This is an optimization exercise on Yosys and OpenROAD, whose aim is small area and a short achievable clock period, not a production implementation.
Only simulation tests tie the RTL to the original design; equivalence was not proved.

the previous run:
==> flow/design.v <==
`default_nettype none
module alu_result_stream (
  input  logic       clk,
  input  logic       reset,
  input  logic       clear,
  input  logic       wr_en,
  input  logic [7:0] wr_o,
  input  logic       wr_zr,
  input  logic       wr_ng,
  output logic       wr_full,
  output logic       overflow,
  output logic [7:0] count,
  output logic       rd_valid,
  input  logic       rd_ready,
  output logic [7:0] rd_o,
  output logic       rd_zr,
  output logic       rd_ng,
  output logic [4:0] rd_func,
  output logic [3:0] rd_opnd,
  output logic       rd_last
);
  localparam int ROWS = 18;
  localparam int COLS = 10;
  localparam logic [ROWS-1:0] C_ROW0 = ~(ROWS'(1));
  localparam logic [COLS-1:0] C_COL0 = ~(COLS'(1));
  logic [9:0]      r_mem [ROWS][COLS];
  logic [ROWS-1:0] r_wrow_n;    
  logic [COLS-1:0] r_wcol_n;
  localparam int RCOPIES = 4;   
  logic [ROWS-1:0] r_rrow [RCOPIES];  
  logic [COLS-1:0] r_rcol;
  logic [7:0]      r_count;
  logic [4:0]      r_func;
  logic [3:0]      r_opnd;
  logic            r_ovf;
  logic            r_full;
  logic            r_valid;
  logic            r_last;
  logic [9:0]      r_head;      
  logic            w_acc, w_pop;
  logic [9:0]      w_din;
  logic [9:0]      w_next;      
  assign w_din  = {wr_zr, wr_ng, wr_o};
  assign w_acc  = wr_en && !r_full;
  assign w_pop  = r_valid && rd_ready;
  logic [COLS-1:0] w_wcol_n;
  assign w_wcol_n = r_wcol_n | {COLS{r_full}};
  for (genvar r = 0; r < ROWS; r++) begin : g_wr
    for (genvar c = 0; c < COLS; c++) begin : g_wc
      if (r < ROWS - 1 || c < COLS - 1) begin : g_slot
        always_ff @(posedge clk) begin
          if (!(r_wrow_n[r] || w_wcol_n[c])) begin
            r_mem[r][c] <= w_din;
          end
        end
      end
    end
  end
  logic [9:0] w_colsel [COLS];
  always_comb begin
    for (int c = 0; c < COLS; c++) begin
      w_colsel[c] = '0;
      for (int r = 0; r < ROWS; r++) begin
        if (r < ROWS - 1 || c < COLS - 1) begin
          w_colsel[c] = w_colsel[c] |
                        (r_mem[r][c] & {10{r_rrow[c * RCOPIES / COLS][r]}});
        end
      end
    end
    w_next = '0;
    for (int c = 0; c < COLS; c++) begin
      w_next = w_next | (w_colsel[c] & {10{r_rcol[c]}});
    end
  end
  logic w_wwrap, w_rwrap;
  assign w_wwrap = !r_wcol_n[COLS-1] || (!r_wrow_n[ROWS-1] && !r_wcol_n[COLS-2]);
  assign w_rwrap = r_rcol[COLS-1] || (r_rrow[0][ROWS-1] && r_rcol[COLS-2]);
  logic c_is0, c_is1, c_is179;
  assign c_is0   = !r_valid;
  assign c_is1   = (r_count == 8'd1);
  assign c_is179 = (r_count == 8'd179);
  logic i_is178, i_is179;
  assign i_is178 = (r_func == 5'd17) && (r_opnd == 4'd8);
  assign i_is179 = (r_func == 5'd17) && (r_opnd == 4'd9);
  always_ff @(posedge clk or negedge reset) begin
    if (!reset) begin
      r_wrow_n <= C_ROW0;
      r_wcol_n <= C_COL0;
      for (int k = 0; k < RCOPIES; k++) r_rrow[k] <= ROWS'(1);
      r_rcol   <= COLS'(1);
      r_count  <= 8'd0;
      r_func   <= 5'd0;
      r_opnd   <= 4'd0;
      r_ovf    <= 1'b0;
      r_full   <= 1'b0;
      r_valid  <= 1'b0;
      r_last   <= 1'b0;
      r_head   <= 10'd0;
    end else if (clear) begin
      r_wrow_n <= C_ROW0;
      r_wcol_n <= C_COL0;
      for (int k = 0; k < RCOPIES; k++) r_rrow[k] <= ROWS'(1);
      r_rcol   <= COLS'(1);
      r_count  <= 8'd0;
      r_func   <= 5'd0;
      r_opnd   <= 4'd0;
      r_ovf    <= 1'b0;
      r_full   <= 1'b0;
      r_valid  <= 1'b0;
      r_last   <= 1'b0;
      r_head   <= 10'd0;
    end else begin
      if (wr_en && r_full) begin
        r_ovf <= 1'b1;
      end
      if (w_acc && !(c_is0 || (c_is1 && w_pop))) begin
        if (w_wwrap) begin
          r_wcol_n <= C_COL0;
          r_wrow_n <= {r_wrow_n[ROWS-2:0], r_wrow_n[ROWS-1]};
        end else begin
          r_wcol_n <= {r_wcol_n[COLS-2:0], r_wcol_n[COLS-1]};
        end
      end
      if (w_pop && !c_is1) begin
        if (w_rwrap) begin
          r_rcol   <= COLS'(1);
          for (int k = 0; k < RCOPIES; k++) begin
            r_rrow[k] <= {r_rrow[k][ROWS-2:0], r_rrow[k][ROWS-1]};
          end
        end else begin
          r_rcol   <= {r_rcol[COLS-2:0], r_rcol[COLS-1]};
        end
      end
      if (w_pop) begin
        if (r_opnd == 4'd9) begin
          r_opnd <= 4'd0;
          r_func <= (r_func == 5'd17) ? 5'd0 : r_func + 5'd1;
        end else begin
          r_opnd <= r_opnd + 4'd1;
        end
      end
      case ({w_acc, w_pop})
        2'b10: begin
          r_count <= r_count + 8'd1;
          r_full  <= c_is179;
          r_valid <= 1'b1;
        end
        2'b01: begin
          r_count <= r_count - 8'd1;
          r_full  <= 1'b0;
          r_valid <= !c_is1;
        end
        default: ;
      endcase
      if (w_pop) begin
        r_last <= i_is178 && (w_acc || !c_is1);
      end else begin
        r_last <= i_is179 && (w_acc || !c_is0);
      end
      if (c_is0 || (c_is1 && w_pop)) begin
        r_head <= w_acc ? w_din : 10'd0;
      end else if (w_pop) begin
        r_head <= w_next;
      end
    end
  end
  assign wr_full  = r_full;
  assign overflow = r_ovf;
  assign count    = r_count;
  assign rd_valid = r_valid;
  assign rd_o     = r_head[7:0];
  assign rd_ng    = r_head[8];
  assign rd_zr    = r_head[9];
  assign rd_func  = r_func;
  assign rd_opnd  = r_opnd;
  assign rd_last  = r_last;
endmodule
`default_nettype wire
clock: 5.5 ns
lec_check: 0
cap_margin: 30
core_margin: 2
core_utilization: 70
cts_buf_list: sky130_fd_sc_hd__clkbuf_16
cts_cluster_diameter: 150
cts_cluster_size: 30
setup_slack_margin: 3.0
slew_margin: 30
run.sh (not shown) runs the stock make flow with config.mk's settings and CLKGATE_MAP_FILE= SYNTH_SCRIPT=/design/flow/synth_recipe.tcl, a recipe that flattens the netlist after the stock synthesis.
The following lists how the current run was set up differently from the previous run:
==> flow/design.v, changed modules only <==
module alu_result_stream (
  input  logic       clk,
  input  logic       reset,
  input  logic       clear,
  input  logic       wr_en,
  input  logic [7:0] wr_o,
  input  logic       wr_zr,
  input  logic       wr_ng,
  output logic       wr_full,
  output logic       overflow,
  output logic [7:0] count,
  output logic       rd_valid,
  input  logic       rd_ready,
  output logic [7:0] rd_o,
  output logic       rd_zr,
  output logic       rd_ng,
  output logic [4:0] rd_func,
  output logic [3:0] rd_opnd,
  output logic       rd_last
);
  localparam int ROWS = 18;
  localparam int COLS = 10;
  localparam logic [ROWS-1:0] C_ROW0 = ~(ROWS'(1));
  localparam logic [COLS-1:0] C_COL0 = ~(COLS'(1));
  logic [9:0]      r_mem [ROWS][COLS];
  logic [ROWS-1:0] r_wrow_n;    
  logic [COLS-1:0] r_wcol_n;
  logic [ROWS-1:0] r_rrow_a;    
  logic [ROWS-1:0] r_rrow_b;    
  logic [COLS-1:0] r_rcol;
  logic [7:0]      r_count;
  logic [4:0]      r_func;
  logic [3:0]      r_opnd;
  logic            r_ovf;
  logic            r_full;
  logic            r_valid;
  logic            r_last;
  logic [9:0]      r_head;      
  logic            w_acc, w_pop;
  logic [9:0]      w_din;
  logic [9:0]      w_next;      
  assign w_din  = {wr_zr, wr_ng, wr_o};
  assign w_acc  = wr_en && !r_full;
  assign w_pop  = r_valid && rd_ready;
  logic [COLS-1:0] w_wcol_n;
  assign w_wcol_n = r_wcol_n | {COLS{r_full}};
  for (genvar r = 0; r < ROWS; r++) begin : g_wr
    for (genvar c = 0; c < COLS; c++) begin : g_wc
      if (r < ROWS - 1 || c < COLS - 1) begin : g_slot
        always_ff @(posedge clk) begin
          if (!(r_wrow_n[r] || w_wcol_n[c])) begin
            r_mem[r][c] <= w_din;
          end
        end
      end
    end
  end
  logic [9:0] w_colsel [COLS];
  always_comb begin
    for (int c = 0; c < COLS; c++) begin
      w_colsel[c] = '0;
      for (int r = 0; r < ROWS; r++) begin
        if (r < ROWS - 1 || c < COLS - 1) begin
          w_colsel[c] = w_colsel[c] |
                        (r_mem[r][c] & {10{(c < COLS / 2) ? r_rrow_a[r] : r_rrow_b[r]}});
        end
      end
    end
    w_next = '0;
    for (int c = 0; c < COLS; c++) begin
      w_next = w_next | (w_colsel[c] & {10{r_rcol[c]}});
    end
  end
  logic w_wwrap, w_rwrap;
  assign w_wwrap = !r_wcol_n[COLS-1] || (!r_wrow_n[ROWS-1] && !r_wcol_n[COLS-2]);
  assign w_rwrap = r_rcol[COLS-1] || (r_rrow_a[ROWS-1] && r_rcol[COLS-2]);
  logic c_is0, c_is1, c_is179;
  assign c_is0   = !r_valid;
  assign c_is1   = (r_count == 8'd1);
  assign c_is179 = (r_count == 8'd179);
  logic i_is178, i_is179;
  assign i_is178 = (r_func == 5'd17) && (r_opnd == 4'd8);
  assign i_is179 = (r_func == 5'd17) && (r_opnd == 4'd9);
  always_ff @(posedge clk or negedge reset) begin
    if (!reset) begin
      r_wrow_n <= C_ROW0;
      r_wcol_n <= C_COL0;
      r_rrow_a <= ROWS'(1);
      r_rrow_b <= ROWS'(1);
      r_rcol   <= COLS'(1);
      r_count  <= 8'd0;
      r_func   <= 5'd0;
      r_opnd   <= 4'd0;
      r_ovf    <= 1'b0;
      r_full   <= 1'b0;
      r_valid  <= 1'b0;
      r_last   <= 1'b0;
      r_head   <= 10'd0;
    end else if (clear) begin
      r_wrow_n <= C_ROW0;
      r_wcol_n <= C_COL0;
      r_rrow_a <= ROWS'(1);
      r_rrow_b <= ROWS'(1);
      r_rcol   <= COLS'(1);
      r_count  <= 8'd0;
      r_func   <= 5'd0;
      r_opnd   <= 4'd0;
      r_ovf    <= 1'b0;
      r_full   <= 1'b0;
      r_valid  <= 1'b0;
      r_last   <= 1'b0;
      r_head   <= 10'd0;
    end else begin
      if (wr_en && r_full) begin
        r_ovf <= 1'b1;
      end
      if (w_acc && !(c_is0 || (c_is1 && w_pop))) begin
        if (w_wwrap) begin
          r_wcol_n <= C_COL0;
          r_wrow_n <= {r_wrow_n[ROWS-2:0], r_wrow_n[ROWS-1]};
        end else begin
          r_wcol_n <= {r_wcol_n[COLS-2:0], r_wcol_n[COLS-1]};
        end
      end
      if (w_pop && !c_is1) begin
        if (w_rwrap) begin
          r_rcol   <= COLS'(1);
          r_rrow_a <= {r_rrow_a[ROWS-2:0], r_rrow_a[ROWS-1]};
          r_rrow_b <= {r_rrow_b[ROWS-2:0], r_rrow_b[ROWS-1]};
        end else begin
          r_rcol   <= {r_rcol[COLS-2:0], r_rcol[COLS-1]};
        end
      end
      if (w_pop) begin
        if (r_opnd == 4'd9) begin
          r_opnd <= 4'd0;
          r_func <= (r_func == 5'd17) ? 5'd0 : r_func + 5'd1;
        end else begin
          r_opnd <= r_opnd + 4'd1;
        end
      end
      case ({w_acc, w_pop})
        2'b10: begin
          r_count <= r_count + 8'd1;
          r_full  <= c_is179;
          r_valid <= 1'b1;
        end
        2'b01: begin
          r_count <= r_count - 8'd1;
          r_full  <= 1'b0;
          r_valid <= !c_is1;
        end
        default: ;
      endcase
      if (w_pop) begin
        r_last <= i_is178 && (w_acc || !c_is1);
      end else begin
        r_last <= i_is179 && (w_acc || !c_is0);
      end
      if (c_is0 || (c_is1 && w_pop)) begin
        r_head <= w_acc ? w_din : 10'd0;
      end else if (w_pop) begin
        r_head <= w_next;
      end
    end
  end
  assign wr_full  = r_full;
  assign overflow = r_ovf;
  assign count    = r_count;
  assign rd_valid = r_valid;
  assign rd_o     = r_head[7:0];
  assign rd_ng    = r_head[8];
  assign rd_zr    = r_head[9];
  assign rd_func  = r_func;
  assign rd_opnd  = r_opnd;
  assign rd_last  = r_last;
endmodule
Notes after the runs:
| number of gates on the worst path with buffers counted | higher: the current run |
The current run vs. the previous run: number of well taps shrank by 11, data arrival time of the worst path shows an increase of 1.71 ns, total of plain and repair buffers excluding clock buffers now sits higher.
On half-perimeter wire length after placement, the previous run tracks the current run almost exactly.
Summary of the comparison: total area of multi-input combinational cells is lower in the current run, relative to the previous run.
Number of rows created at floorplan: the current run lower than the previous run
Share of layout cells above drive strength 1 was lower in the previous run than in the current run.
Min met2 routing resource usage after global routing across the previous run and the current run: the previous run
Relative to the previous run, the routed wire length measured on the current run has increased by a little under 10%.
Taking the previous run as the reference, in the current run share of cell area taken by multi-input logic gates has decreased; setup slack of the worst register-to-register path decreased 0.05 ns; relative area of non-clock buffer cells in the final design rose by 1.5 points.

-- what the ideal ports hide --
The results above use ideal ports. As a check the final layouts listed here were re-extracted and re-timed, cells and wires unchanged.
Step 1 sets driving cells, clkbuf_16 on the clock port and buf_2 on the other inputs (assumed; they add their load-dependent delay and slew).
Step 2 moves the port delays by t, midway between the first and last clock arrival at a register: inputs arrive t later, outputs are due t later. That takes back most of the time a late clock gives input paths.
Three values: no drivers, after step 1, after step 2; two values: the first two.
run	shift t [ns]	slack for setup (ns)	worst setup path at the end	clock arrival spread, ns	cell pins on the clock port's net
the previous run	0.764	2.970 / 2.898 / 2.196	input to register	0.043 / 0.042	1
the current run	0.762	2.948 / 2.930 / 2.367	input to register	0.073 / 0.073	1
After both steps setup and hold are still met in every run listed. For the previous run, which loses most, drivers alone change the setup slack by -0.072 ns; drivers and shift together by -0.774 ns.
